From an optimization exercise on the open Yosys and OpenROAD flow, aimed at small area, a short achievable clock period and few clock cycles per item; shortcuts taken in it are not production practice. In this exercise RTL edits were held to simulation tests only and were not proved equivalent to the original. Power figures rest on the tool's default switching activity, not on a simulated workload.

$ cat flow/config.mk
export PLATFORM = sky130hd
export DESIGN_NAME = cnn_layer_par
export DESIGN_NICKNAME = cnn_layer_par
export VERILOG_FILES = /design/flow/design.v
export SDC_FILE = /design/flow/constraint.sdc
export NUM_CORES = 4
export LEC_CHECK = 0
export CAP_MARGIN = 20
export CORE_MARGIN = 2
export CORE_UTILIZATION = 55
export CTS_CLUSTER_DIAMETER = 60
export CTS_CLUSTER_SIZE = 30
export SLEW_MARGIN = 20
export TNS_END_PERCENT = 20
$ cat flow/constraint.sdc
create_clock -name core_clock -period 11.0 [get_ports {clk}]
set_input_delay 2.2000 -clock core_clock [delete_from_list [all_inputs] [get_ports {clk}]]
set_output_delay 2.2000 -clock core_clock [all_outputs]
set_load 0.01 [all_outputs]
$ cat flow/design.v
package cnn_pkg;
  localparam int ACC_W = 35;
  function automatic logic [15:0] sat_relu(input logic [ACC_W-1:0] acc,
                                           input logic relu);
    logic hi_ones, hi_zeros;
    logic [15:0] r;
    hi_ones  = &acc[ACC_W-1:23];
    hi_zeros = ~|acc[ACC_W-1:23];
    if (hi_ones || hi_zeros) r = acc[23:8];
    else if (acc[ACC_W-1]) r = 16'h8000;
    else r = 16'h7fff;
    if (relu && acc[ACC_W-1]) r = 16'h0000;
    sat_relu = r;
  endfunction
  function automatic logic [15:0] sat_relu_cs(input logic [ACC_W-1:0] s,
                                              input logic [ACC_W-1:0] c,
                                              input logic [ACC_W-1:0] v,
                                              input logic relu);
    localparam int N = ACC_W - 23;
    logic [N-1:0] a, b, x;
    logic ok0, ok1, cin, fits, neg;
    logic [15:0] r;
    a = s[ACC_W-1:23];
    b = c[ACC_W-1:23];
    x = a ^ b;
    ok0 = 1'b1;
    ok1 = 1'b1;
    for (int i = 0; i < N - 1; i++) begin
      ok0 = ok0 & (x[i+1] == (a[i] | b[i]));
      ok1 = ok1 & (x[i+1] != (a[i] & b[i]));
    end
    cin  = v[23] ^ x[0];
    fits = (ok0 & (x[0] == cin)) | (ok1 & (x[0] != cin));
    neg  = v[ACC_W-1];
    if (fits) r = v[23:8];
    else if (neg) r = 16'h8000;
    else r = 16'h7fff;
    if (relu && neg) r = 16'h0000;
    sat_relu_cs = r;
  endfunction
endpackage
module cnn_mac_lane (
  input  logic        clk,
  input  logic        clr,      
  input  logic [7:0]  one,      
  input  logic [7:0]  two,      
  input  logic [7:0]  neg,      
  input  logic [15:0] w,        
  input  logic        relu,
  input  logic        en,
  output logic [15:0] out
);
  logic [34:0] s_q, c_q, s_d, c_d;
  wire pp0_0 = (one[0] & w[0]) ^ neg[0];
  wire pp0_1 = ((one[0] & w[1]) | (two[0] & w[0])) ^ neg[0];
  wire pp0_2 = ((one[0] & w[2]) | (two[0] & w[1])) ^ neg[0];
  wire pp0_3 = ((one[0] & w[3]) | (two[0] & w[2])) ^ neg[0];
  wire pp0_4 = ((one[0] & w[4]) | (two[0] & w[3])) ^ neg[0];
  wire pp0_5 = ((one[0] & w[5]) | (two[0] & w[4])) ^ neg[0];
  wire pp0_6 = ((one[0] & w[6]) | (two[0] & w[5])) ^ neg[0];
  wire pp0_7 = ((one[0] & w[7]) | (two[0] & w[6])) ^ neg[0];
  wire pp0_8 = ((one[0] & w[8]) | (two[0] & w[7])) ^ neg[0];
  wire pp0_9 = ((one[0] & w[9]) | (two[0] & w[8])) ^ neg[0];
  wire pp0_10 = ((one[0] & w[10]) | (two[0] & w[9])) ^ neg[0];
  wire pp0_11 = ((one[0] & w[11]) | (two[0] & w[10])) ^ neg[0];
  wire pp0_12 = ((one[0] & w[12]) | (two[0] & w[11])) ^ neg[0];
  wire pp0_13 = ((one[0] & w[13]) | (two[0] & w[12])) ^ neg[0];
  wire pp0_14 = ((one[0] & w[14]) | (two[0] & w[13])) ^ neg[0];
  wire pp0_15 = ((one[0] & w[15]) | (two[0] & w[14])) ^ neg[0];
  wire pp0_16 = ~(((one[0] & w[15]) | (two[0] & w[15])) ^ neg[0]);
  wire pp1_0 = (one[1] & w[0]) ^ neg[1];
  wire pp1_1 = ((one[1] & w[1]) | (two[1] & w[0])) ^ neg[1];
  wire pp1_2 = ((one[1] & w[2]) | (two[1] & w[1])) ^ neg[1];
  wire pp1_3 = ((one[1] & w[3]) | (two[1] & w[2])) ^ neg[1];
  wire pp1_4 = ((one[1] & w[4]) | (two[1] & w[3])) ^ neg[1];
  wire pp1_5 = ((one[1] & w[5]) | (two[1] & w[4])) ^ neg[1];
  wire pp1_6 = ((one[1] & w[6]) | (two[1] & w[5])) ^ neg[1];
  wire pp1_7 = ((one[1] & w[7]) | (two[1] & w[6])) ^ neg[1];
  wire pp1_8 = ((one[1] & w[8]) | (two[1] & w[7])) ^ neg[1];
  wire pp1_9 = ((one[1] & w[9]) | (two[1] & w[8])) ^ neg[1];
  wire pp1_10 = ((one[1] & w[10]) | (two[1] & w[9])) ^ neg[1];
  wire pp1_11 = ((one[1] & w[11]) | (two[1] & w[10])) ^ neg[1];
  wire pp1_12 = ((one[1] & w[12]) | (two[1] & w[11])) ^ neg[1];
  wire pp1_13 = ((one[1] & w[13]) | (two[1] & w[12])) ^ neg[1];
  wire pp1_14 = ((one[1] & w[14]) | (two[1] & w[13])) ^ neg[1];
  wire pp1_15 = ((one[1] & w[15]) | (two[1] & w[14])) ^ neg[1];
  wire pp1_16 = ~(((one[1] & w[15]) | (two[1] & w[15])) ^ neg[1]);
  wire pp2_0 = (one[2] & w[0]) ^ neg[2];
  wire pp2_1 = ((one[2] & w[1]) | (two[2] & w[0])) ^ neg[2];
  wire pp2_2 = ((one[2] & w[2]) | (two[2] & w[1])) ^ neg[2];
  wire pp2_3 = ((one[2] & w[3]) | (two[2] & w[2])) ^ neg[2];
  wire pp2_4 = ((one[2] & w[4]) | (two[2] & w[3])) ^ neg[2];
  wire pp2_5 = ((one[2] & w[5]) | (two[2] & w[4])) ^ neg[2];
  wire pp2_6 = ((one[2] & w[6]) | (two[2] & w[5])) ^ neg[2];
  wire pp2_7 = ((one[2] & w[7]) | (two[2] & w[6])) ^ neg[2];
  wire pp2_8 = ((one[2] & w[8]) | (two[2] & w[7])) ^ neg[2];
  wire pp2_9 = ((one[2] & w[9]) | (two[2] & w[8])) ^ neg[2];
  wire pp2_10 = ((one[2] & w[10]) | (two[2] & w[9])) ^ neg[2];
  wire pp2_11 = ((one[2] & w[11]) | (two[2] & w[10])) ^ neg[2];
  wire pp2_12 = ((one[2] & w[12]) | (two[2] & w[11])) ^ neg[2];
  wire pp2_13 = ((one[2] & w[13]) | (two[2] & w[12])) ^ neg[2];
  wire pp2_14 = ((one[2] & w[14]) | (two[2] & w[13])) ^ neg[2];
  wire pp2_15 = ((one[2] & w[15]) | (two[2] & w[14])) ^ neg[2];
  wire pp2_16 = ~(((one[2] & w[15]) | (two[2] & w[15])) ^ neg[2]);
  wire pp3_0 = (one[3] & w[0]) ^ neg[3];
  wire pp3_1 = ((one[3] & w[1]) | (two[3] & w[0])) ^ neg[3];
  wire pp3_2 = ((one[3] & w[2]) | (two[3] & w[1])) ^ neg[3];
  wire pp3_3 = ((one[3] & w[3]) | (two[3] & w[2])) ^ neg[3];
  wire pp3_4 = ((one[3] & w[4]) | (two[3] & w[3])) ^ neg[3];
  wire pp3_5 = ((one[3] & w[5]) | (two[3] & w[4])) ^ neg[3];
  wire pp3_6 = ((one[3] & w[6]) | (two[3] & w[5])) ^ neg[3];
  wire pp3_7 = ((one[3] & w[7]) | (two[3] & w[6])) ^ neg[3];
  wire pp3_8 = ((one[3] & w[8]) | (two[3] & w[7])) ^ neg[3];
  wire pp3_9 = ((one[3] & w[9]) | (two[3] & w[8])) ^ neg[3];
  wire pp3_10 = ((one[3] & w[10]) | (two[3] & w[9])) ^ neg[3];
  wire pp3_11 = ((one[3] & w[11]) | (two[3] & w[10])) ^ neg[3];
  wire pp3_12 = ((one[3] & w[12]) | (two[3] & w[11])) ^ neg[3];
  wire pp3_13 = ((one[3] & w[13]) | (two[3] & w[12])) ^ neg[3];
  wire pp3_14 = ((one[3] & w[14]) | (two[3] & w[13])) ^ neg[3];
  wire pp3_15 = ((one[3] & w[15]) | (two[3] & w[14])) ^ neg[3];
  wire pp3_16 = ~(((one[3] & w[15]) | (two[3] & w[15])) ^ neg[3]);
  wire pp4_0 = (one[4] & w[0]) ^ neg[4];
  wire pp4_1 = ((one[4] & w[1]) | (two[4] & w[0])) ^ neg[4];
  wire pp4_2 = ((one[4] & w[2]) | (two[4] & w[1])) ^ neg[4];
  wire pp4_3 = ((one[4] & w[3]) | (two[4] & w[2])) ^ neg[4];
  wire pp4_4 = ((one[4] & w[4]) | (two[4] & w[3])) ^ neg[4];
  wire pp4_5 = ((one[4] & w[5]) | (two[4] & w[4])) ^ neg[4];
  wire pp4_6 = ((one[4] & w[6]) | (two[4] & w[5])) ^ neg[4];
  wire pp4_7 = ((one[4] & w[7]) | (two[4] & w[6])) ^ neg[4];
  wire pp4_8 = ((one[4] & w[8]) | (two[4] & w[7])) ^ neg[4];
  wire pp4_9 = ((one[4] & w[9]) | (two[4] & w[8])) ^ neg[4];
  wire pp4_10 = ((one[4] & w[10]) | (two[4] & w[9])) ^ neg[4];
  wire pp4_11 = ((one[4] & w[11]) | (two[4] & w[10])) ^ neg[4];
  wire pp4_12 = ((one[4] & w[12]) | (two[4] & w[11])) ^ neg[4];
  wire pp4_13 = ((one[4] & w[13]) | (two[4] & w[12])) ^ neg[4];
  wire pp4_14 = ((one[4] & w[14]) | (two[4] & w[13])) ^ neg[4];
  wire pp4_15 = ((one[4] & w[15]) | (two[4] & w[14])) ^ neg[4];
  wire pp4_16 = ~(((one[4] & w[15]) | (two[4] & w[15])) ^ neg[4]);
  wire pp5_0 = (one[5] & w[0]) ^ neg[5];
  wire pp5_1 = ((one[5] & w[1]) | (two[5] & w[0])) ^ neg[5];
  wire pp5_2 = ((one[5] & w[2]) | (two[5] & w[1])) ^ neg[5];
  wire pp5_3 = ((one[5] & w[3]) | (two[5] & w[2])) ^ neg[5];
  wire pp5_4 = ((one[5] & w[4]) | (two[5] & w[3])) ^ neg[5];
  wire pp5_5 = ((one[5] & w[5]) | (two[5] & w[4])) ^ neg[5];
  wire pp5_6 = ((one[5] & w[6]) | (two[5] & w[5])) ^ neg[5];
  wire pp5_7 = ((one[5] & w[7]) | (two[5] & w[6])) ^ neg[5];
  wire pp5_8 = ((one[5] & w[8]) | (two[5] & w[7])) ^ neg[5];
  wire pp5_9 = ((one[5] & w[9]) | (two[5] & w[8])) ^ neg[5];
  wire pp5_10 = ((one[5] & w[10]) | (two[5] & w[9])) ^ neg[5];
  wire pp5_11 = ((one[5] & w[11]) | (two[5] & w[10])) ^ neg[5];
  wire pp5_12 = ((one[5] & w[12]) | (two[5] & w[11])) ^ neg[5];
  wire pp5_13 = ((one[5] & w[13]) | (two[5] & w[12])) ^ neg[5];
  wire pp5_14 = ((one[5] & w[14]) | (two[5] & w[13])) ^ neg[5];
  wire pp5_15 = ((one[5] & w[15]) | (two[5] & w[14])) ^ neg[5];
  wire pp5_16 = ~(((one[5] & w[15]) | (two[5] & w[15])) ^ neg[5]);
  wire pp6_0 = (one[6] & w[0]) ^ neg[6];
  wire pp6_1 = ((one[6] & w[1]) | (two[6] & w[0])) ^ neg[6];
  wire pp6_2 = ((one[6] & w[2]) | (two[6] & w[1])) ^ neg[6];
  wire pp6_3 = ((one[6] & w[3]) | (two[6] & w[2])) ^ neg[6];
  wire pp6_4 = ((one[6] & w[4]) | (two[6] & w[3])) ^ neg[6];
  wire pp6_5 = ((one[6] & w[5]) | (two[6] & w[4])) ^ neg[6];
  wire pp6_6 = ((one[6] & w[6]) | (two[6] & w[5])) ^ neg[6];
  wire pp6_7 = ((one[6] & w[7]) | (two[6] & w[6])) ^ neg[6];
  wire pp6_8 = ((one[6] & w[8]) | (two[6] & w[7])) ^ neg[6];
  wire pp6_9 = ((one[6] & w[9]) | (two[6] & w[8])) ^ neg[6];
  wire pp6_10 = ((one[6] & w[10]) | (two[6] & w[9])) ^ neg[6];
  wire pp6_11 = ((one[6] & w[11]) | (two[6] & w[10])) ^ neg[6];
  wire pp6_12 = ((one[6] & w[12]) | (two[6] & w[11])) ^ neg[6];
  wire pp6_13 = ((one[6] & w[13]) | (two[6] & w[12])) ^ neg[6];
  wire pp6_14 = ((one[6] & w[14]) | (two[6] & w[13])) ^ neg[6];
  wire pp6_15 = ((one[6] & w[15]) | (two[6] & w[14])) ^ neg[6];
  wire pp6_16 = ~(((one[6] & w[15]) | (two[6] & w[15])) ^ neg[6]);
  wire pp7_0 = (one[7] & w[0]) ^ neg[7];
  wire pp7_1 = ((one[7] & w[1]) | (two[7] & w[0])) ^ neg[7];
  wire pp7_2 = ((one[7] & w[2]) | (two[7] & w[1])) ^ neg[7];
  wire pp7_3 = ((one[7] & w[3]) | (two[7] & w[2])) ^ neg[7];
  wire pp7_4 = ((one[7] & w[4]) | (two[7] & w[3])) ^ neg[7];
  wire pp7_5 = ((one[7] & w[5]) | (two[7] & w[4])) ^ neg[7];
  wire pp7_6 = ((one[7] & w[6]) | (two[7] & w[5])) ^ neg[7];
  wire pp7_7 = ((one[7] & w[7]) | (two[7] & w[6])) ^ neg[7];
  wire pp7_8 = ((one[7] & w[8]) | (two[7] & w[7])) ^ neg[7];
  wire pp7_9 = ((one[7] & w[9]) | (two[7] & w[8])) ^ neg[7];
  wire pp7_10 = ((one[7] & w[10]) | (two[7] & w[9])) ^ neg[7];
  wire pp7_11 = ((one[7] & w[11]) | (two[7] & w[10])) ^ neg[7];
  wire pp7_12 = ((one[7] & w[12]) | (two[7] & w[11])) ^ neg[7];
  wire pp7_13 = ((one[7] & w[13]) | (two[7] & w[12])) ^ neg[7];
  wire pp7_14 = ((one[7] & w[14]) | (two[7] & w[13])) ^ neg[7];
  wire pp7_15 = ((one[7] & w[15]) | (two[7] & w[14])) ^ neg[7];
  wire pp7_16 = ~(((one[7] & w[15]) | (two[7] & w[15])) ^ neg[7]);
  wire hs0 = s_q[12] ^ c_q[12];
  wire hc0 = s_q[12] & c_q[12];
  wire hs1 = s_q[13] ^ c_q[13];
  wire hc1 = s_q[13] & c_q[13];
  wire fs0 = s_q[14] ^ c_q[14] ^ neg[7];
  wire fc0 = (s_q[14] & c_q[14]) | (s_q[14] & neg[7]) | (c_q[14] & neg[7]);
  wire hs2 = pp0_14 ^ pp1_12;
  wire hc2 = pp0_14 & pp1_12;
  wire fs1 = s_q[15] ^ c_q[15] ^ pp0_15;
  wire fc1 = (s_q[15] & c_q[15]) | (s_q[15] & pp0_15) | (c_q[15] & pp0_15);
  wire hs3 = pp1_13 ^ pp2_11;
  wire hc3 = pp1_13 & pp2_11;
  wire fs2 = 1'b1 ^ s_q[16] ^ c_q[16];
  wire fc2 = (1'b1 & s_q[16]) | (1'b1 & c_q[16]) | (s_q[16] & c_q[16]);
  wire fs3 = pp0_16 ^ pp1_14 ^ pp2_12;
  wire fc3 = (pp0_16 & pp1_14) | (pp0_16 & pp2_12) | (pp1_14 & pp2_12);
  wire fs4 = 1'b1 ^ s_q[17] ^ c_q[17];
  wire fc4 = (1'b1 & s_q[17]) | (1'b1 & c_q[17]) | (s_q[17] & c_q[17]);
  wire hs4 = pp1_15 ^ pp2_13;
  wire hc4 = pp1_15 & pp2_13;
  wire fs5 = s_q[18] ^ c_q[18] ^ pp1_16;
  wire fc5 = (s_q[18] & c_q[18]) | (s_q[18] & pp1_16) | (c_q[18] & pp1_16);
  wire hs5 = 1'b1 ^ s_q[19];
  wire hc5 = 1'b1 & s_q[19];
  wire hs6 = s_q[6] ^ c_q[6];
  wire hc6 = s_q[6] & c_q[6];
  wire hs7 = s_q[7] ^ c_q[7];
  wire hc7 = s_q[7] & c_q[7];
  wire fs6 = s_q[8] ^ c_q[8] ^ neg[4];
  wire fc6 = (s_q[8] & c_q[8]) | (s_q[8] & neg[4]) | (c_q[8] & neg[4]);
  wire hs8 = pp0_8 ^ pp1_6;
  wire hc8 = pp0_8 & pp1_6;
  wire fs7 = s_q[9] ^ c_q[9] ^ pp0_9;
  wire fc7 = (s_q[9] & c_q[9]) | (s_q[9] & pp0_9) | (c_q[9] & pp0_9);
  wire hs9 = pp1_7 ^ pp2_5;
  wire hc9 = pp1_7 & pp2_5;
  wire fs8 = s_q[10] ^ c_q[10] ^ neg[5];
  wire fc8 = (s_q[10] & c_q[10]) | (s_q[10] & neg[5]) | (c_q[10] & neg[5]);
  wire fs9 = pp0_10 ^ pp1_8 ^ pp2_6;
  wire fc9 = (pp0_10 & pp1_8) | (pp0_10 & pp2_6) | (pp1_8 & pp2_6);
  wire hs10 = pp3_4 ^ pp4_2;
  wire hc10 = pp3_4 & pp4_2;
  wire fs10 = s_q[11] ^ c_q[11] ^ pp0_11;
  wire fc10 = (s_q[11] & c_q[11]) | (s_q[11] & pp0_11) | (c_q[11] & pp0_11);
  wire fs11 = pp1_9 ^ pp2_7 ^ pp3_5;
  wire fc11 = (pp1_9 & pp2_7) | (pp1_9 & pp3_5) | (pp2_7 & pp3_5);
  wire hs11 = pp4_3 ^ pp5_1;
  wire hc11 = pp4_3 & pp5_1;
  wire fs12 = neg[6] ^ hs0 ^ pp0_12;
  wire fc12 = (neg[6] & hs0) | (neg[6] & pp0_12) | (hs0 & pp0_12);
  wire fs13 = pp1_10 ^ pp2_8 ^ pp3_6;
  wire fc13 = (pp1_10 & pp2_8) | (pp1_10 & pp3_6) | (pp2_8 & pp3_6);
  wire fs14 = pp4_4 ^ pp5_2 ^ pp6_0;
  wire fc14 = (pp4_4 & pp5_2) | (pp4_4 & pp6_0) | (pp5_2 & pp6_0);
  wire fs15 = hc0 ^ hs1 ^ pp0_13;
  wire fc15 = (hc0 & hs1) | (hc0 & pp0_13) | (hs1 & pp0_13);
  wire fs16 = pp1_11 ^ pp2_9 ^ pp3_7;
  wire fc16 = (pp1_11 & pp2_9) | (pp1_11 & pp3_7) | (pp2_9 & pp3_7);
  wire fs17 = pp4_5 ^ pp5_3 ^ pp6_1;
  wire fc17 = (pp4_5 & pp5_3) | (pp4_5 & pp6_1) | (pp5_3 & pp6_1);
  wire fs18 = hc1 ^ fs0 ^ pp2_10;
  wire fc18 = (hc1 & fs0) | (hc1 & pp2_10) | (fs0 & pp2_10);
  wire fs19 = pp3_8 ^ pp4_6 ^ pp5_4;
  wire fc19 = (pp3_8 & pp4_6) | (pp3_8 & pp5_4) | (pp4_6 & pp5_4);
  wire fs20 = pp6_2 ^ pp7_0 ^ hs2;
  wire fc20 = (pp6_2 & pp7_0) | (pp6_2 & hs2) | (pp7_0 & hs2);
  wire fs21 = fc0 ^ pp3_9 ^ pp4_7;
  wire fc21 = (fc0 & pp3_9) | (fc0 & pp4_7) | (pp3_9 & pp4_7);
  wire fs22 = pp5_5 ^ pp6_3 ^ pp7_1;
  wire fc22 = (pp5_5 & pp6_3) | (pp5_5 & pp7_1) | (pp6_3 & pp7_1);
  wire fs23 = hc2 ^ hs3 ^ fs1;
  wire fc23 = (hc2 & hs3) | (hc2 & fs1) | (hs3 & fs1);
  wire fs24 = fs2 ^ pp3_10 ^ pp4_8;
  wire fc24 = (fs2 & pp3_10) | (fs2 & pp4_8) | (pp3_10 & pp4_8);
  wire fs25 = pp5_6 ^ pp6_4 ^ pp7_2;
  wire fc25 = (pp5_6 & pp6_4) | (pp5_6 & pp7_2) | (pp6_4 & pp7_2);
  wire fs26 = hc3 ^ fc1 ^ fs3;
  wire fc26 = (hc3 & fc1) | (hc3 & fs3) | (fc1 & fs3);
  wire fs27 = fc2 ^ fs4 ^ pp3_11;
  wire fc27 = (fc2 & fs4) | (fc2 & pp3_11) | (fs4 & pp3_11);
  wire fs28 = pp4_9 ^ pp5_7 ^ pp6_5;
  wire fc28 = (pp4_9 & pp5_7) | (pp4_9 & pp6_5) | (pp5_7 & pp6_5);
  wire fs29 = pp7_3 ^ hs4 ^ fc3;
  wire fc29 = (pp7_3 & hs4) | (pp7_3 & fc3) | (hs4 & fc3);
  wire fs30 = fc4 ^ pp2_14 ^ pp3_12;
  wire fc30 = (fc4 & pp2_14) | (fc4 & pp3_12) | (pp2_14 & pp3_12);
  wire fs31 = pp4_10 ^ pp5_8 ^ pp6_6;
  wire fc31 = (pp4_10 & pp5_8) | (pp4_10 & pp6_6) | (pp5_8 & pp6_6);
  wire fs32 = pp7_4 ^ hc4 ^ fs5;
  wire fc32 = (pp7_4 & hc4) | (pp7_4 & fs5) | (hc4 & fs5);
  wire fs33 = c_q[19] ^ hs5 ^ pp2_15;
  wire fc33 = (c_q[19] & hs5) | (c_q[19] & pp2_15) | (hs5 & pp2_15);
  wire fs34 = pp3_13 ^ pp4_11 ^ pp5_9;
  wire fc34 = (pp3_13 & pp4_11) | (pp3_13 & pp5_9) | (pp4_11 & pp5_9);
  wire fs35 = pp6_7 ^ pp7_5 ^ fc5;
  wire fc35 = (pp6_7 & pp7_5) | (pp6_7 & fc5) | (pp7_5 & fc5);
  wire fs36 = s_q[20] ^ c_q[20] ^ hc5;
  wire fc36 = (s_q[20] & c_q[20]) | (s_q[20] & hc5) | (c_q[20] & hc5);
  wire fs37 = pp2_16 ^ pp3_14 ^ pp4_12;
  wire fc37 = (pp2_16 & pp3_14) | (pp2_16 & pp4_12) | (pp3_14 & pp4_12);
  wire fs38 = pp5_10 ^ pp6_8 ^ pp7_6;
  wire fc38 = (pp5_10 & pp6_8) | (pp5_10 & pp7_6) | (pp6_8 & pp7_6);
  wire fs39 = 1'b1 ^ s_q[21] ^ c_q[21];
  wire fc39 = (1'b1 & s_q[21]) | (1'b1 & c_q[21]) | (s_q[21] & c_q[21]);
  wire fs40 = pp3_15 ^ pp4_13 ^ pp5_11;
  wire fc40 = (pp3_15 & pp4_13) | (pp3_15 & pp5_11) | (pp4_13 & pp5_11);
  wire hs12 = pp6_9 ^ pp7_7;
  wire hc12 = pp6_9 & pp7_7;
  wire fs41 = s_q[22] ^ c_q[22] ^ pp3_16;
  wire fc41 = (s_q[22] & c_q[22]) | (s_q[22] & pp3_16) | (c_q[22] & pp3_16);
  wire fs42 = pp4_14 ^ pp5_12 ^ pp6_10;
  wire fc42 = (pp4_14 & pp5_12) | (pp4_14 & pp6_10) | (pp5_12 & pp6_10);
  wire fs43 = 1'b1 ^ s_q[23] ^ c_q[23];
  wire fc43 = (1'b1 & s_q[23]) | (1'b1 & c_q[23]) | (s_q[23] & c_q[23]);
  wire hs13 = pp4_15 ^ pp5_13;
  wire hc13 = pp4_15 & pp5_13;
  wire fs44 = s_q[24] ^ c_q[24] ^ pp4_16;
  wire fc44 = (s_q[24] & c_q[24]) | (s_q[24] & pp4_16) | (c_q[24] & pp4_16);
  wire hs14 = 1'b1 ^ s_q[25];
  wire hc14 = 1'b1 & s_q[25];
  wire hs15 = s_q[2] ^ c_q[2];
  wire hc15 = s_q[2] & c_q[2];
  wire hs16 = s_q[3] ^ c_q[3];
  wire hc16 = s_q[3] & c_q[3];
  wire fs45 = s_q[4] ^ c_q[4] ^ neg[2];
  wire fc45 = (s_q[4] & c_q[4]) | (s_q[4] & neg[2]) | (c_q[4] & neg[2]);
  wire hs17 = pp0_4 ^ pp1_2;
  wire hc17 = pp0_4 & pp1_2;
  wire fs46 = s_q[5] ^ c_q[5] ^ pp0_5;
  wire fc46 = (s_q[5] & c_q[5]) | (s_q[5] & pp0_5) | (c_q[5] & pp0_5);
  wire hs18 = pp1_3 ^ pp2_1;
  wire hc18 = pp1_3 & pp2_1;
  wire fs47 = neg[3] ^ hs6 ^ pp0_6;
  wire fc47 = (neg[3] & hs6) | (neg[3] & pp0_6) | (hs6 & pp0_6);
  wire fs48 = pp1_4 ^ pp2_2 ^ pp3_0;
  wire fc48 = (pp1_4 & pp2_2) | (pp1_4 & pp3_0) | (pp2_2 & pp3_0);
  wire fs49 = hc6 ^ hs7 ^ pp0_7;
  wire fc49 = (hc6 & hs7) | (hc6 & pp0_7) | (hs7 & pp0_7);
  wire fs50 = pp1_5 ^ pp2_3 ^ pp3_1;
  wire fc50 = (pp1_5 & pp2_3) | (pp1_5 & pp3_1) | (pp2_3 & pp3_1);
  wire fs51 = hc7 ^ fs6 ^ pp2_4;
  wire fc51 = (hc7 & fs6) | (hc7 & pp2_4) | (fs6 & pp2_4);
  wire fs52 = pp3_2 ^ pp4_0 ^ hs8;
  wire fc52 = (pp3_2 & pp4_0) | (pp3_2 & hs8) | (pp4_0 & hs8);
  wire fs53 = fc6 ^ pp3_3 ^ pp4_1;
  wire fc53 = (fc6 & pp3_3) | (fc6 & pp4_1) | (pp3_3 & pp4_1);
  wire fs54 = hc8 ^ hs9 ^ fs7;
  wire fc54 = (hc8 & hs9) | (hc8 & fs7) | (hs9 & fs7);
  wire fs55 = fs8 ^ pp5_0 ^ hc9;
  wire fc55 = (fs8 & pp5_0) | (fs8 & hc9) | (pp5_0 & hc9);
  wire fs56 = hs10 ^ fc7 ^ fs9;
  wire fc56 = (hs10 & fc7) | (hs10 & fs9) | (fc7 & fs9);
  wire fs57 = fc8 ^ hc10 ^ hs11;
  wire fc57 = (fc8 & hc10) | (fc8 & hs11) | (hc10 & hs11);
  wire fs58 = fc9 ^ fs10 ^ fs11;
  wire fc58 = (fc9 & fs10) | (fc9 & fs11) | (fs10 & fs11);
  wire fs59 = hc11 ^ fc10 ^ fc11;
  wire fc59 = (hc11 & fc10) | (hc11 & fc11) | (fc10 & fc11);
  wire fs60 = fs12 ^ fs13 ^ fs14;
  wire fc60 = (fs12 & fs13) | (fs12 & fs14) | (fs13 & fs14);
  wire fs61 = fc12 ^ fc13 ^ fc14;
  wire fc61 = (fc12 & fc13) | (fc12 & fc14) | (fc13 & fc14);
  wire fs62 = fs15 ^ fs16 ^ fs17;
  wire fc62 = (fs15 & fs16) | (fs15 & fs17) | (fs16 & fs17);
  wire fs63 = fc15 ^ fc16 ^ fc17;
  wire fc63 = (fc15 & fc16) | (fc15 & fc17) | (fc16 & fc17);
  wire fs64 = fs18 ^ fs19 ^ fs20;
  wire fc64 = (fs18 & fs19) | (fs18 & fs20) | (fs19 & fs20);
  wire fs65 = fc18 ^ fc19 ^ fs21;
  wire fc65 = (fc18 & fc19) | (fc18 & fs21) | (fc19 & fs21);
  wire fs66 = fs22 ^ fc20 ^ fs23;
  wire fc66 = (fs22 & fc20) | (fs22 & fs23) | (fc20 & fs23);
  wire fs67 = fc21 ^ fc22 ^ fs24;
  wire fc67 = (fc21 & fc22) | (fc21 & fs24) | (fc22 & fs24);
  wire fs68 = fs25 ^ fc23 ^ fs26;
  wire fc68 = (fs25 & fc23) | (fs25 & fs26) | (fc23 & fs26);
  wire fs69 = fc24 ^ fc25 ^ fs27;
  wire fc69 = (fc24 & fc25) | (fc24 & fs27) | (fc25 & fs27);
  wire fs70 = fs28 ^ fs29 ^ fc26;
  wire fc70 = (fs28 & fs29) | (fs28 & fc26) | (fs29 & fc26);
  wire fs71 = fc27 ^ fc28 ^ fs30;
  wire fc71 = (fc27 & fc28) | (fc27 & fs30) | (fc28 & fs30);
  wire fs72 = fs31 ^ fc29 ^ fs32;
  wire fc72 = (fs31 & fc29) | (fs31 & fs32) | (fc29 & fs32);
  wire fs73 = fc30 ^ fc31 ^ fs33;
  wire fc73 = (fc30 & fc31) | (fc30 & fs33) | (fc31 & fs33);
  wire fs74 = fs34 ^ fs35 ^ fc32;
  wire fc74 = (fs34 & fs35) | (fs34 & fc32) | (fs35 & fc32);
  wire fs75 = fs36 ^ fc33 ^ fc34;
  wire fc75 = (fs36 & fc33) | (fs36 & fc34) | (fc33 & fc34);
  wire fs76 = fs37 ^ fs38 ^ fc35;
  wire fc76 = (fs37 & fs38) | (fs37 & fc35) | (fs38 & fc35);
  wire fs77 = fs39 ^ fc36 ^ hs12;
  wire fc77 = (fs39 & fc36) | (fs39 & hs12) | (fc36 & hs12);
  wire fs78 = fc37 ^ fc38 ^ fs40;
  wire fc78 = (fc37 & fc38) | (fc37 & fs40) | (fc38 & fs40);
  wire fs79 = fc39 ^ pp7_8 ^ hc12;
  wire fc79 = (fc39 & pp7_8) | (fc39 & hc12) | (pp7_8 & hc12);
  wire fs80 = fc40 ^ fs41 ^ fs42;
  wire fc80 = (fc40 & fs41) | (fc40 & fs42) | (fs41 & fs42);
  wire fs81 = fs43 ^ pp6_11 ^ pp7_9;
  wire fc81 = (fs43 & pp6_11) | (fs43 & pp7_9) | (pp6_11 & pp7_9);
  wire fs82 = hs13 ^ fc41 ^ fc42;
  wire fc82 = (hs13 & fc41) | (hs13 & fc42) | (fc41 & fc42);
  wire fs83 = fc43 ^ pp5_14 ^ pp6_12;
  wire fc83 = (fc43 & pp5_14) | (fc43 & pp6_12) | (pp5_14 & pp6_12);
  wire fs84 = pp7_10 ^ hc13 ^ fs44;
  wire fc84 = (pp7_10 & hc13) | (pp7_10 & fs44) | (hc13 & fs44);
  wire fs85 = c_q[25] ^ hs14 ^ pp5_15;
  wire fc85 = (c_q[25] & hs14) | (c_q[25] & pp5_15) | (hs14 & pp5_15);
  wire fs86 = pp6_13 ^ pp7_11 ^ fc44;
  wire fc86 = (pp6_13 & pp7_11) | (pp6_13 & fc44) | (pp7_11 & fc44);
  wire fs87 = s_q[26] ^ c_q[26] ^ hc14;
  wire fc87 = (s_q[26] & c_q[26]) | (s_q[26] & hc14) | (c_q[26] & hc14);
  wire fs88 = pp5_16 ^ pp6_14 ^ pp7_12;
  wire fc88 = (pp5_16 & pp6_14) | (pp5_16 & pp7_12) | (pp6_14 & pp7_12);
  wire fs89 = 1'b1 ^ s_q[27] ^ c_q[27];
  wire fc89 = (1'b1 & s_q[27]) | (1'b1 & c_q[27]) | (s_q[27] & c_q[27]);
  wire hs19 = pp6_15 ^ pp7_13;
  wire hc19 = pp6_15 & pp7_13;
  wire fs90 = s_q[28] ^ c_q[28] ^ pp6_16;
  wire fc90 = (s_q[28] & c_q[28]) | (s_q[28] & pp6_16) | (c_q[28] & pp6_16);
  wire hs20 = 1'b1 ^ s_q[29];
  wire hc20 = 1'b1 & s_q[29];
  wire hs21 = s_q[0] ^ c_q[0];
  wire hc21 = s_q[0] & c_q[0];
  wire hs22 = s_q[1] ^ c_q[1];
  wire hc22 = s_q[1] & c_q[1];
  wire fs91 = neg[1] ^ hs15 ^ pp0_2;
  wire fc91 = (neg[1] & hs15) | (neg[1] & pp0_2) | (hs15 & pp0_2);
  wire fs92 = hc15 ^ hs16 ^ pp0_3;
  wire fc92 = (hc15 & hs16) | (hc15 & pp0_3) | (hs16 & pp0_3);
  wire fs93 = hc16 ^ fs45 ^ pp2_0;
  wire fc93 = (hc16 & fs45) | (hc16 & pp2_0) | (fs45 & pp2_0);
  wire fs94 = fc45 ^ hc17 ^ hs18;
  wire fc94 = (fc45 & hc17) | (fc45 & hs18) | (hc17 & hs18);
  wire fs95 = hc18 ^ fc46 ^ fs47;
  wire fc95 = (hc18 & fc46) | (hc18 & fs47) | (fc46 & fs47);
  wire fs96 = fc47 ^ fc48 ^ fs49;
  wire fc96 = (fc47 & fc48) | (fc47 & fs49) | (fc48 & fs49);
  wire fs97 = fc49 ^ fc50 ^ fs51;
  wire fc97 = (fc49 & fc50) | (fc49 & fs51) | (fc50 & fs51);
  wire fs98 = fc51 ^ fs53 ^ fc52;
  wire fc98 = (fc51 & fs53) | (fc51 & fc52) | (fs53 & fc52);
  wire fs99 = fc53 ^ fs55 ^ fc54;
  wire fc99 = (fc53 & fs55) | (fc53 & fc54) | (fs55 & fc54);
  wire fs100 = fc55 ^ fs57 ^ fc56;
  wire fc100 = (fc55 & fs57) | (fc55 & fc56) | (fs57 & fc56);
  wire fs101 = fc57 ^ fs59 ^ fc58;
  wire fc101 = (fc57 & fs59) | (fc57 & fc58) | (fs59 & fc58);
  wire fs102 = fc59 ^ fs61 ^ fc60;
  wire fc102 = (fc59 & fs61) | (fc59 & fc60) | (fs61 & fc60);
  wire fs103 = fc61 ^ fs63 ^ fc62;
  wire fc103 = (fc61 & fs63) | (fc61 & fc62) | (fs63 & fc62);
  wire fs104 = fc63 ^ fs65 ^ fc64;
  wire fc104 = (fc63 & fs65) | (fc63 & fc64) | (fs65 & fc64);
  wire fs105 = fc65 ^ fs67 ^ fc66;
  wire fc105 = (fc65 & fs67) | (fc65 & fc66) | (fs67 & fc66);
  wire fs106 = fc67 ^ fs69 ^ fc68;
  wire fc106 = (fc67 & fs69) | (fc67 & fc68) | (fs69 & fc68);
  wire fs107 = fc69 ^ fs71 ^ fc70;
  wire fc107 = (fc69 & fs71) | (fc69 & fc70) | (fs71 & fc70);
  wire fs108 = fc71 ^ fs73 ^ fc72;
  wire fc108 = (fc71 & fs73) | (fc71 & fc72) | (fs73 & fc72);
  wire fs109 = fs75 ^ fc73 ^ fc74;
  wire fc109 = (fs75 & fc73) | (fs75 & fc74) | (fc73 & fc74);
  wire fs110 = fs77 ^ fc75 ^ fs78;
  wire fc110 = (fs77 & fc75) | (fs77 & fs78) | (fc75 & fs78);
  wire fs111 = fs79 ^ fc77 ^ fc78;
  wire fc111 = (fs79 & fc77) | (fs79 & fc78) | (fc77 & fc78);
  wire fs112 = fs81 ^ fc79 ^ fs82;
  wire fc112 = (fs81 & fc79) | (fs81 & fs82) | (fc79 & fs82);
  wire fs113 = fc81 ^ fs83 ^ fc82;
  wire fc113 = (fc81 & fs83) | (fc81 & fc82) | (fs83 & fc82);
  wire fs114 = fc83 ^ fs85 ^ fs86;
  wire fc114 = (fc83 & fs85) | (fc83 & fs86) | (fs85 & fs86);
  wire fs115 = fs87 ^ fc85 ^ fs88;
  wire fc115 = (fs87 & fc85) | (fs87 & fs88) | (fc85 & fs88);
  wire fs116 = fs89 ^ fc87 ^ hs19;
  wire fc116 = (fs89 & fc87) | (fs89 & hs19) | (fc87 & hs19);
  wire fs117 = fc89 ^ pp7_14 ^ hc19;
  wire fc117 = (fc89 & pp7_14) | (fc89 & hc19) | (pp7_14 & hc19);
  wire fs118 = c_q[29] ^ hs20 ^ pp7_15;
  wire fc118 = (c_q[29] & hs20) | (c_q[29] & pp7_15) | (hs20 & pp7_15);
  wire fs119 = s_q[30] ^ c_q[30] ^ hc20;
  wire fc119 = (s_q[30] & c_q[30]) | (s_q[30] & hc20) | (c_q[30] & hc20);
  wire hs23 = 1'b1 ^ s_q[31];
  wire hc23 = 1'b1 & s_q[31];
  wire hs24 = 1'b1 ^ s_q[32];
  wire hc24 = 1'b1 & s_q[32];
  wire hs25 = 1'b1 ^ s_q[33];
  wire hc25 = 1'b1 & s_q[33];
  wire hs26 = 1'b1 ^ s_q[34];
  wire hs27 = neg[0] ^ hs21;
  wire hc27 = neg[0] & hs21;
  wire fs120 = hc21 ^ hs22 ^ pp0_1;
  wire fc120 = (hc21 & hs22) | (hc21 & pp0_1) | (hs22 & pp0_1);
  wire fs121 = hc22 ^ pp1_0 ^ fs91;
  wire fc121 = (hc22 & pp1_0) | (hc22 & fs91) | (pp1_0 & fs91);
  wire fs122 = pp1_1 ^ fc91 ^ fs92;
  wire fc122 = (pp1_1 & fc91) | (pp1_1 & fs92) | (fc91 & fs92);
  wire fs123 = hs17 ^ fc92 ^ fs93;
  wire fc123 = (hs17 & fc92) | (hs17 & fs93) | (fc92 & fs93);
  wire fs124 = fc93 ^ fs46 ^ fs94;
  wire fc124 = (fc93 & fs46) | (fc93 & fs94) | (fs46 & fs94);
  wire fs125 = fs48 ^ fc94 ^ fs95;
  wire fc125 = (fs48 & fc94) | (fs48 & fs95) | (fc94 & fs95);
  wire fs126 = fs50 ^ fc95 ^ fs96;
  wire fc126 = (fs50 & fc95) | (fs50 & fs96) | (fc95 & fs96);
  wire fs127 = fs52 ^ fc96 ^ fs97;
  wire fc127 = (fs52 & fc96) | (fs52 & fs97) | (fc96 & fs97);
  wire fs128 = fc97 ^ fs54 ^ fs98;
  wire fc128 = (fc97 & fs54) | (fc97 & fs98) | (fs54 & fs98);
  wire fs129 = fs56 ^ fc98 ^ fs99;
  wire fc129 = (fs56 & fc98) | (fs56 & fs99) | (fc98 & fs99);
  wire fs130 = fs58 ^ fc99 ^ fs100;
  wire fc130 = (fs58 & fc99) | (fs58 & fs100) | (fc99 & fs100);
  wire fs131 = fs60 ^ fc100 ^ fs101;
  wire fc131 = (fs60 & fc100) | (fs60 & fs101) | (fc100 & fs101);
  wire fs132 = fs62 ^ fc101 ^ fs102;
  wire fc132 = (fs62 & fc101) | (fs62 & fs102) | (fc101 & fs102);
  wire fs133 = fs64 ^ fc102 ^ fs103;
  wire fc133 = (fs64 & fc102) | (fs64 & fs103) | (fc102 & fs103);
  wire fs134 = fc103 ^ fs66 ^ fs104;
  wire fc134 = (fc103 & fs66) | (fc103 & fs104) | (fs66 & fs104);
  wire fs135 = fs68 ^ fc104 ^ fs105;
  wire fc135 = (fs68 & fc104) | (fs68 & fs105) | (fc104 & fs105);
  wire fs136 = fs70 ^ fc105 ^ fs106;
  wire fc136 = (fs70 & fc105) | (fs70 & fs106) | (fc105 & fs106);
  wire fs137 = fs72 ^ fc106 ^ fs107;
  wire fc137 = (fs72 & fc106) | (fs72 & fs107) | (fc106 & fs107);
  wire fs138 = fs74 ^ fc107 ^ fs108;
  wire fc138 = (fs74 & fc107) | (fs74 & fs108) | (fc107 & fs108);
  wire fs139 = fs76 ^ fc108 ^ fs109;
  wire fc139 = (fs76 & fc108) | (fs76 & fs109) | (fc108 & fs109);
  wire fs140 = fc76 ^ fs110 ^ fc109;
  wire fc140 = (fc76 & fs110) | (fc76 & fc109) | (fs110 & fc109);
  wire fs141 = fs80 ^ fc110 ^ fs111;
  wire fc141 = (fs80 & fc110) | (fs80 & fs111) | (fc110 & fs111);
  wire fs142 = fc80 ^ fc111 ^ fs112;
  wire fc142 = (fc80 & fc111) | (fc80 & fs112) | (fc111 & fs112);
  wire fs143 = fs84 ^ fc112 ^ fs113;
  wire fc143 = (fs84 & fc112) | (fs84 & fs113) | (fc112 & fs113);
  wire fs144 = fc84 ^ fc113 ^ fs114;
  wire fc144 = (fc84 & fc113) | (fc84 & fs114) | (fc113 & fs114);
  wire fs145 = fc86 ^ fs115 ^ fc114;
  wire fc145 = (fc86 & fs115) | (fc86 & fc114) | (fs115 & fc114);
  wire fs146 = fc88 ^ fs116 ^ fc115;
  wire fc146 = (fc88 & fs116) | (fc88 & fc115) | (fs116 & fc115);
  wire fs147 = fs90 ^ fs117 ^ fc116;
  wire fc147 = (fs90 & fs117) | (fs90 & fc116) | (fs117 & fc116);
  wire fs148 = fc90 ^ fs118 ^ fc117;
  wire fc148 = (fc90 & fs118) | (fc90 & fc117) | (fs118 & fc117);
  wire fs149 = fs119 ^ pp7_16 ^ fc118;
  wire fc149 = (fs119 & pp7_16) | (fs119 & fc118) | (pp7_16 & fc118);
  wire fs150 = c_q[31] ^ hs23 ^ fc119;
  wire fc150 = (c_q[31] & hs23) | (c_q[31] & fc119) | (hs23 & fc119);
  wire fs151 = c_q[32] ^ hc23 ^ hs24;
  wire fc151 = (c_q[32] & hc23) | (c_q[32] & hs24) | (hc23 & hs24);
  wire fs152 = c_q[33] ^ hc24 ^ hs25;
  wire fc152 = (c_q[33] & hc24) | (c_q[33] & hs25) | (hc24 & hs25);
  wire fs153 = c_q[34] ^ hc25 ^ hs26;
  assign s_d = {fc152, fc151, fs151, fs150, fs149, fc147, fs147, fs146, fc144, fc143, fc142, fc141, fs141, fc139, fc138, fc137, fc136, fc135, fc134, fc133, fc132, fc131, fc130, fc129, fc128, fc127, fc126, fc125, fc124, fc123, fc122, fc121, fc120, hc27, hs27};
  assign c_d = {fs153, fs152, fc150, fc149, fc148, fs148, fc146, fc145, fs145, fs144, fs143, fs142, fc140, fs140, fs139, fs138, fs137, fs136, fs135, fs134, fs133, fs132, fs131, fs130, fs129, fs128, fs127, fs126, fs125, fs124, fs123, fs122, fs121, fs120, pp0_0};
  always_ff @(posedge clk) begin
    if (clr) begin
      s_q <= 35'd128;
      c_q <= '0;
    end else begin
      s_q <= s_d;
      c_q <= c_d;
    end
  end
  logic [34:0] v;
  logic [15:0] res;
  assign v = s_q + c_q;
  always_comb begin
    res = cnn_pkg::sat_relu_cs(s_q, c_q, v, relu);
    if (!en) res = '0;
  end
  always_ff @(posedge clk) out <= res;
endmodule
module cnn_layer_par (
  input  logic         clk,
  input  logic         reset,
  input  logic         start,
  input  logic [3:0]   ch_en,
  input  logic         relu_en,
  input  logic         wt_we,
  input  logic [1:0]   wt_ch,
  input  logic [0:0]   wt_w,
  input  logic [3:0]   wt_tap,
  input  logic [15:0]  wt_data,
  input  logic         in_valid,
  output logic         in_ready,
  input  logic [63:0]  in_data,
  output logic [127:0] out_data,
  output logic [3:0]   finished
);
  logic       busy_q;      
  logic [8:0] tap_q;       
  logic       rdy_q;
  logic [3:0] en_q, fin_q;
  logic       relu_q;
  logic       first_q;     
  logic       p1_q;        
  logic       p2_q;        
  logic       clr_q;       
  logic       go, hs;
  assign go = start & ~busy_q;
  assign hs = in_valid & rdy_q & (busy_q | start);
  always_ff @(posedge clk) begin
    if (reset) begin
      busy_q  <= 1'b0;
      tap_q   <= 9'd1;
      rdy_q   <= 1'b1;
      en_q    <= '0;
      relu_q  <= 1'b0;
      fin_q   <= '0;
      first_q <= 1'b0;
      p1_q    <= 1'b0;
      p2_q    <= 1'b0;
      clr_q   <= 1'b1;
    end else begin
      clr_q   <= p2_q;
      first_q <= hs & tap_q[0];
      p1_q    <= hs & tap_q[8];
      p2_q    <= p1_q;
      if (go) begin
        busy_q <= 1'b1;
        en_q   <= ch_en;
        relu_q <= relu_en;
        fin_q  <= '0;
      end else if (p2_q) begin
        busy_q <= 1'b0;
        fin_q  <= '1;
      end
      if (p2_q) begin
        tap_q <= 9'd1;
        rdy_q <= 1'b1;
      end else if (hs) begin
        tap_q <= tap_q << 1;
        rdy_q <= ~tap_q[8];
      end
    end
  end
  logic [15:0] wt_q [72];
  logic        wv_q;         
  logic        wclr_q;       
  logic [2:0]  wl_q;         
  logic [8:0]  wt1_q;        
  logic [15:0] wd_q;         
  logic        wt_ok;
  assign wt_ok = wt_we & ~busy_q & (wt_tap < 4'd9);
  always_ff @(posedge clk) begin
    wclr_q <= reset;
    wv_q   <= ~reset & wt_ok;
    wl_q   <= {wt_ch, wt_w};
    wd_q   <= wt_data;
    for (int t = 0; t < 9; t++) wt1_q[t] <= (wt_tap == 4'(t));
  end
  for (genvar i = 0; i < 72; i++) begin : g_wt
    localparam int L = i / 9;
    localparam int T = i % 9;
    wire wen = wclr_q | (wv_q && wl_q == 3'(L) && wt1_q[T]);
    always_ff @(posedge clk) begin
      if (wen) wt_q[i] <= wclr_q ? 16'd0 : wd_q;
    end
  end
  logic [7:0]  one_q [4];
  logic [7:0]  two_q [4];
  logic [7:0]  neg_q [4];
  logic [15:0] w_q   [8];
  for (genvar c = 0; c < 4; c++) begin : g_enc
    logic [16:0] xe;
    logic [7:0] one_d, two_d, neg_d;
    assign xe = {in_data[16*c +: 16], 1'b0};
    always_comb begin
      for (int j = 0; j < 8; j++) begin
        one_d[j] = hs & (xe[2*j+1] ^ xe[2*j]);
        two_d[j] = hs & ((xe[2*j+2] & ~xe[2*j+1] & ~xe[2*j]) | (~xe[2*j+2] & xe[2*j+1] & xe[2*j]));
        neg_d[j] = xe[2*j+2];
      end
    end
    always_ff @(posedge clk) begin
      one_q[c] <= one_d;
      two_q[c] <= two_d;
      neg_q[c] <= neg_d;
    end
  end
  for (genvar l = 0; l < 8; l++) begin : g_wsel
    logic [15:0] ws;
    always_comb begin
      ws = '0;
      for (int t = 0; t < 9; t++) begin
        ws = ws | (wt_q[l*9 + t] & {16{tap_q[t]}});
      end
    end
    wire hit = wclr_q | (wv_q && wl_q == 3'(l) && |(wt1_q & tap_q));
    always_ff @(posedge clk) w_q[l] <= hit ? (wclr_q ? 16'd0 : wd_q) : ws;
  end
  for (genvar l = 0; l < 8; l++) begin : g_lane
    cnn_mac_lane u_lane (
      .clk   (clk),
      .clr (go),
      .one   (one_q[l/2]),
      .two   (two_q[l/2]),
      .neg   (neg_q[l/2]),
      .w     (w_q[l]),
      .relu  (relu_q),
      .en    (en_q[l/2]),
      .out   (out_data[16*l +: 16])
    );
  end
  assign in_ready = rdy_q;
  assign finished = fin_q;
endmodule
$ cat flow/flow/run.sh
#!/bin/bash
set -euo pipefail
MARGIN=${MARGIN:-7.5}
bash standard.sh SETUP_SLACK_MARGIN=$MARGIN finish > standard_flow.log 2>&1
$ cat flow/standard.sh
#!/bin/bash
# synth_recipe.tcl (not shown) runs the flow's synth.tcl, then flattens the netlist and writes it again
# the make line also repeats each setting of config.mk as NAME=value (left out here)
make -C /OpenROAD-flow-scripts/flow DESIGN_CONFIG=/design/flow/config.mk WORK_HOME=/design/flow/orfs CLKGATE_MAP_FILE= SYNTH_SCRIPT=/design/flow/synth_recipe.tcl "${@:-finish}"
==> results.txt, run 1 <==
* Outcome: no timing/DRC/antenna violations
* CP Launch Type: register
* Total wire length at about 410,000 um
* Via count at 90,942
* Clock Skews at 0.0740 ns
* Synth Instances at 11,699
* Worst endpoint data arrival time at approximately 4.4 ns
* TNS Setup at 0 ns
* All-layer global routing usage at 33.4%
* Crit-path cells: buf_4 -> buf_6 -> a222oi_1 -> nand3_1 -> a221oi_1 -> a211oi_1
* Clock latency on the worst-skew pair at 0.88 ns
* Max VDD drop at ~0.00023 V
* CTS tree: built
* Worst EP required at 11.64 ns
* Slew headroom at approximately a quarter
* Max layer used: met5
* Bufs on Longest Clock Path at 3
* Met2 WL at 192,000 um
* Crit Path Max Fanout at 56
* Synth warn at 12
* Dpl ws at about 5.7 ns
* Fillers at 19,032
* Core Box Area at 238,000 um^2
* Worst path max stage delay at 0.93 ns
* Post-DP HPWL at 250,000 um
* Power Total at 39.2 mW
* Syn-to-layout area delta at 11.7%
* Largest net degree at the start of global routing at 144
* Routed Antenna Nets at 0
* Nets at 13,433
* DRT iter0 DRCs at 9,570
* WL/cell at 27.5 um
* Async S/R FF share, synth at 0%
* Worst-Margin Slew at 1.13 ns
* Htree depth at 4
* Critical path's top delay family: buffers and inverters
* CTS Buf Count at approximately 170
* CTS root buffer: clkbuf_16
* First-pass GRT wire length at 611,000 um
* Num ports at 230
* CTS sink cnt at 2,113
* Min cycle time layout at ~3.8 ns
* Critical path buffer and inverter count at 2
* Fmax at 263 MHz
* Final setup margin at just over 7 ns
* Syn Nets at 13,548
* #FFs+latches synth at 2,113
* Total grt overflow at 0
* Hold Path Class: reg2reg
* Hold Fails Final Rpt at 0
* Max_cap viols at 0
* Met1 WL at 159,000 um
* Initial core utilization at approximately 55%
* Fin crit share at 34.5%
* Vias in the first global route at between 90,000 and 100k
* Critical-path top delay cell: a211oi_1
* Pleak at 58.0 nW
* Die Ht at 494 um
* # hold bufs at CTS at 0
* Register area at 54,400 um^2
* Placer Congestion at 0.896
* Multi-input logic area at 70,100 um^2
* DRC violations left at 0
* Clk pin slew, worst setup/hold paths at about 0.11 ns
* Number of synthesized flops with an enable pin at 1,152
* Unrepaired setup endpoints after global routing: true
* Mapped cell area at 132,000 um^2
* Die area at around 240,000 um^2
* Syn Area/Cell at 11.3 um^2
* Netlist cell types at 87
* Met3 wire len at about 37,000 um
* Crit. End Element: register
* Row Count at 179
* Port Buffers at 229
* Max-slew violations at 0
* Power per cell area at ~270 nW/um^2
* Average via count per standard cell at 6.10
* Main synth FF type: edfxtp_1
* Antenna violations before repair at 13
* DIE WIDTH at about 490 um
* Layout cell share with drive strength beyond 1 at 9.81%
* Count of final setup violators at 0
* DRT Pass-1 Iters at 7
* Seq/Total Area, Yosys at between 40% and 50%
* Crit Path Category: reg2reg
## where the power goes
part | switching [mW] | leakage [nW] | internal, mW
clock | 3.43 | 2.96 | 3.35
sequential | 1.26 | 19.2 | 10.1
combinational | 11.8 | 35.8 | 9.34
total | 16.5 | 58.0 | 22.8
## cells in the final DEF (no fill, tap or decap), types with 146 or more instances in the layout
cell       instances
clkbuf_16        177
xor2_1           319
nand3_1          169
and2_1           495
nor2_1           416
inv_1           1518
xnor2_1         1058
a22oi_1         1190
a211oi_1         146
a21oi_1          230
edfxtp_1        1152
fa_1            1210
ha_1             490
nand2_1          282
buf_4            264
o21ai_0          171
dfxtp_1          769
## synth_stat cells (all sizes together) (8+ instances only)
| master | instances | area [um^2] |
|---|---|---|
| buf | 126 | 502 |
| nand3 | 170 | 851 |
| and3 | 20 | 125 |
| a22oi | 1219 | 9150 |
| nand2 | 289 | 1080 |
| inv | 1537 | 5770 |
| o21bai | 18 | 135 |
| nor3b | 9 | 67.6 |
| o21a | 16 | 120 |
| nand2b | 33 | 206 |
| and4 | 11 | 96.3 |
| a221oi | 132 | 1160 |
| o21ai | 215 | 1080 |
| and2 | 498 | 3120 |
| edfxtp | 1152 | 34600 |
| a222oi | 129 | 1290 |
| nor4 | 22 | 156 |
| xnor2 | 1065 | 9330 |
| dfxtp | 961 | 19200 |
| or2 | 9 | 56.3 |
| clkbuf | 787 | 2960 |
| a31oi | 34 | 219 |
| a311oi | 8 | 76.3 |
| a21o | 99 | 743 |
| nor2b | 32 | 200 |
| a21oi | 241 | 1220 |
| clkinv | 9 | 33.8 |
| ha | 496 | 6210 |
| a211oi | 156 | 1180 |
| fa | 1256 | 25100 |
| o211ai | 17 | 128 |
| nand4 | 43 | 269 |
| a211o | 9 | 78.8 |
| nor2 | 417 | 1570 |
| o31ai | 11 | 82.6 |
| nor3 | 35 | 175 |
| xor2 | 327 | 2860 |
## layout make-up
| type | instances | area share, % |
|---|---|---|
| Multi-Input combinational cell | 7132 | 47.5 |
| Antenna cell | 10 | 0.0170 |
| Clock inverter | 129 | 1.24 |
| Sequential cell | 2113 | 36.8 |
| Clock buffer | 181 | 2.94 |
| Timing Repair Buffer | 626 | 4.70 |
| Tap cell | 3167 | 2.69 |
| Inverter | 1546 | 4.02 |
## metrics by stage
stage               cells  util [%]  cell area (um^2)  hold slack (ns)
finish              14904      61.9            147000            0.446
detailed placement  14358      57.3            137000            0.443
CTS                 14823      61.3            146000            0.457
global placement    14357      57.3            137000            0.418
global route        14899      61.9            147000            0.468
floorplan           11699         -            133000            0.414
## flip-flops by register name, summed over array words and instances (netlist names)
signal and count:
busy_q 1, en_q 4, fin_q 1, g_lane.u_lane.c_q 280
g_lane.u_lane.out 128, g_lane.u_lane.s_q 280, neg_q 32, one_q 32
p1_q 1, p2_q 1, rdy_q 1, relu_q 1
tap_q 9, two_q 32, w_q 128, wclr_q 1
wd_q 16, wl_q 3, wt1_q 9, wt_q 1152
wv_q 1
## layer usage
metal,track usage [%],vias to the layer above
li1,-,39355
met3,6.19,915
met5,0,-
met4,14.5,4
met2,54.5,4544
met1,43.6,46124
## path summary, 6_finish.rpt
| path | slack, ns | startpoint | depth (start not counted) | endpoint |
|---|---|---|---|---|
| worst max register to register | 7.20 | tap_q[8] | 6 | w_q[4][14] |
| worst min-delay path | 0.45 | p1_q | 1 | p2_q |
| worst min register to register | 0.45 | p1_q | 1 | p2_q |
| worst max-delay path | 7.20 | tap_q[8] | 6 | w_q[4][14] |
## kinds of logic (layout without fill, tap and decap cells)
logic type | after synthesis | in the layout | synth area share [%]
mux | 4 | 4 | 0.0341
other cells | 0 | 10 | 0
fa+ha+maj | 1752 | 1752 | 23.7
flops | 2113 | 2113 | 40.8
compound gates | 2369 | 2370 | 13.1
buf+inv | 2459 | 2482 | 7.01
xor+xnor | 1392 | 1392 | 9.23
simple gates | 1610 | 1614 | 6.17
## timing repair
item / in CTS / in global routing
gates cloned: 34 / 10
buffers inserted: 121 / 61
pin swaps: 62 / 82
resized for setup: 621 / 180
endpoints found under the setup margin: 848 / 503
Testbench counts, summed over its fixed seeds: cycles 2,816, passes 256.
==> run 2, diff against run 1 <==
--- a/flow/config.mk
+++ b/flow/config.mk
@@ -13,2 +13 @@
 export SLEW_MARGIN = 20
-export TNS_END_PERCENT = 20
==> results.txt, run 2 <==
* Worst EP required at 8.80 ns (-2.84 ns)
* Worst-Margin Slew at 1.20 ns (+0.0707 ns)
* Main synth FF type: edfxtp_1
* Placer Congestion at 0.889 (-0.75%)
* Routed Antenna Nets at 0 (unchanged)
* Area contributors post-synth: edfxtp_1 26%, fa_1 19%, dfxtp_1 15%
* Synth warn at 12 (unchanged)
* Via count at 91,962 (+1.1%)
* Syn-to-layout area delta at 13.5%
* Top reg by flops: wt_q
* Commonest cells after routing, fill and taps aside: 1,473 x inv_1, 1,167 x fa_1, 1,152 x edfxtp_1, 1,134 x a22oi_1, 1,047 x xnor2_1
* Placed insts at 14,352 (-0.042%)
* Critical-path top delay cell: dfxtp_4
* Syn Nets at 13,548 (unchanged)
* CTS sink cnt at 2,113 (unchanged)
* Crit. End Element: output pin
* Crit Path Max Fanout at 4 (-93%)
* Hold Fails Final Rpt at 0 (unchanged)
* Fin crit share at 33.2% (-1.3 points)
* Clock Skews at 0.0692 ns (-0.00479 ns)
* Dpl ws at 5.54 ns (-0.123 ns)
* CTS root buffer: clkbuf_16
* Nets at 13,558 (+0.93%)
* Die area at 244,000 um^2 (unchanged)
* Fin util at 62.9% (+0.99 points)
* Most frequent cells after synthesis: 1,533 x inv_1, 1,256 x fa_1, 1,219 x a22oi_1
* Worst path max stage delay at 0.37 ns (-0.56 ns)
* All-layer global routing usage at 33.2% (-0.21 points)
* Number of synthesized flops with an enable pin at 1,152 (unchanged)
* #FFs+latches synth at 2,113 (unchanged)
* Max_cap viols at 0 (unchanged)
* Crit Path Category: reg2out
* FF-to-FF setup slack at 7.39 ns (+0.19 ns)
* Syn Area/Cell at 11.3 um^2 (unchanged)
* Power per cell area at 264 nW/um^2 (-0.64%)
* Num ports at 230 (unchanged)
* Clk pin slew, worst setup/hold paths at 0.08 ns (-0.03 ns)
* CP most frequent cell: buf_6
* Average via count per standard cell at 6.12 (+0.27%)
* First-pass GRT wire length at 608,000 um (-0.43%)
* Layout cell share with drive strength beyond 1 at 13.9% (+4.1 points)
* Power Total at 39.6 mW (+0.96%)
* Seq/Total Area, Yosys at 40.8% (unchanged)
* Unrepaired setup endpoints after global routing: true
* Clock latency on the worst-skew pair at 0.89 ns (about the same)
* DRT Pass-1 Iters at 7 (unchanged)
* Largest net degree at the start of global routing at 169 (+17%)
* Hold Path Class: reg2reg
* Worst endpoint data arrival time at 1.45 ns (-2.99 ns)
* DIE WIDTH at 494 um (unchanged)
* Pleak at 58.6 nW (+1.1%)
* WL/cell at 27.3 um (-0.68%)
* Vias in the first global route at 95,104 (+0.39%)
* Synth top area share at 26.2% (unchanged)
* Row Count at 179 (unchanged)
* Final setup margin at 7.35 ns (+0.147 ns)
* Core Box Area at 238,000 um^2 (unchanged)
* Post-place instance area at 137,000 um^2 (about the same)
* Bufs on Longest Clock Path at 3 (unchanged)
* CP Launch Type: register
* Crit-path cells: buf_6 -> buf_6
* # hold bufs at CTS at 0 (unchanged)
* TNS Setup at 0 ns (unchanged)
* Min cycle time layout at 3.65 ns (-0.147 ns)
* Slew headroom at 19.6% (-4.7 points)
* CTS tree: built
* Synth Instances at 11,699 (unchanged)
* Hold Slack at 0.455 ns (+0.00909 ns)
* CTS Buf Count at 166 (+0.61%)
* Final Instance Count excl. Fillers at 15,031 (+0.85%)
* Outcome: no timing/DRC/antenna violations
* Port Buffers at 229 (unchanged)
* DRT iter0 DRCs at 9,720 (+1.6%)
* Die Ht at 494 um (unchanged)
* R2R depth at 4 (-2)
* Hold path cells at 1 (unchanged)
* DRC violations left at 0 (unchanged)
* Initial core utilization at 55.4% (unchanged)
* Largest regs: wt_q (1152), g_lane.u_lane.c_q (280), g_lane.u_lane.s_q (280)
* Antenna violations before repair at 18 (+5)
* Post-DP HPWL at 247,000 um (-0.97%)
* Netlist cell types at 87 (unchanged)
* Commonest non-fill, non-tap cell in the layout: inv_1
* Max FFs per register at 1,152 (unchanged)
* Max-slew violations at 0 (unchanged)
* Total grt overflow at 0 (unchanged)
* Async S/R FF share, synth at 0% (unchanged)
* Mapped cell area at 132,000 um^2 (unchanged)
* Count leader, synth: inv_1
* Fin area at 150,000 um^2 (+1.6%)
* Fmax at 274 MHz (+4.0%)
* Largest area contributor in the netlist: edfxtp_1
* Htree depth at 4 (unchanged)
* Count of final setup violators at 0 (unchanged)
* Max VDD drop at 0.000201 V (-14%)
* Total wire length at 411,000 um (+0.16%)
run 2: layer usage:
metal	part of all wire [%]	GRT usage, %
met4	4.9	14.5
met5	0.015	0.0783
met3	9.2	6.43
met1	39	43.7
met2	47	53.5
run 2: worst max-delay path: cells and delay by family, from the launching register on:
family | cells | cell delay, ns
buffers and inverters | 2 | 0.23
flip-flops | 1 | 0.37
run 2: kinds of logic after synthesis:
kind of cell,count (synthesis),synth area share (%)
xor+xnor,1392,9.23
buf+inv,2459,7.01
mux,4,0.0341
fa+ha+maj,1752,23.7
compound gates,2369,13.1
flops,2113,40.8
simple gates,1610,6.17
run 2: worst paths after layout:
kind	start	to
hold reg to reg	p1_q	p2_q
setup reg to reg	tap_q[6]	w_q[7][7]
setup / recovery	fin_q[0]	finished[3]
hold / removal	p1_q	p2_q
run 2: final cells by class:
cell class	count	area (um^2)
well taps	3167	3960
diodes	11	27.5
multi-input cells	7131	70700
repair buffers	751	8500
flip-flops and latches	2113	54500
fillers	18807	88400
clock buffers	175	4270
clock inverters	137	1910
inverters	1546	5980
run 2: repair_timing:
item	in CTS	in global routing
pin swaps	131	285
gates resized for setup	1227	429
setup endpoints to repair	739	608
buffers inserted	180	125
gates cloned	42	8
run 2: power by group:
group / total [mW] / switching (mW) / internal [mW]
clock network: 6.74 / 3.54 / 3.19
registers: 11.3 / 1.24 / 10.1
logic: 21.6 / 12.0 / 9.59

## separate check: timing with driven ports
No port has a modelled driver above. Below, the same layouts with a new extraction and two added sets of constraints.
Step 1 (the two cells are an assumption about what drives the block):
set clk [get_ports {clk}]
set_driving_cell -lib_cell sky130_fd_sc_hd__clkbuf_16 $clk
set_driving_cell -lib_cell sky130_fd_sc_hd__buf_2 [delete_from_list [all_inputs] $clk]
Step 2 adds t to the input delays and takes it off the output delays; t is the mean of the earliest and latest rising clock arrival at the registers after step 1. Input paths then give back, and output paths get back, about the clock's delay inside the block.
Slacks: ideal / step 1 / step 2; pairs: ideal / step 1.
| run | t, ns | setup slack, ns | worst setup path at the end | clock arrival spread, ns |
|---|---|---|---|---|
| run 1 | 0.946 | 7.201 / 7.184 / 6.693 | input to register | 0.078 / 0.079 |
| run 2 | 0.959 | 7.348 / 7.249 / 6.939 | input to register | 0.085 / 0.086 |
After both steps setup and hold are still met in every run listed. For run 1, which loses most, drivers alone change the setup slack by -0.017 ns; drivers and shift together by -0.508 ns.
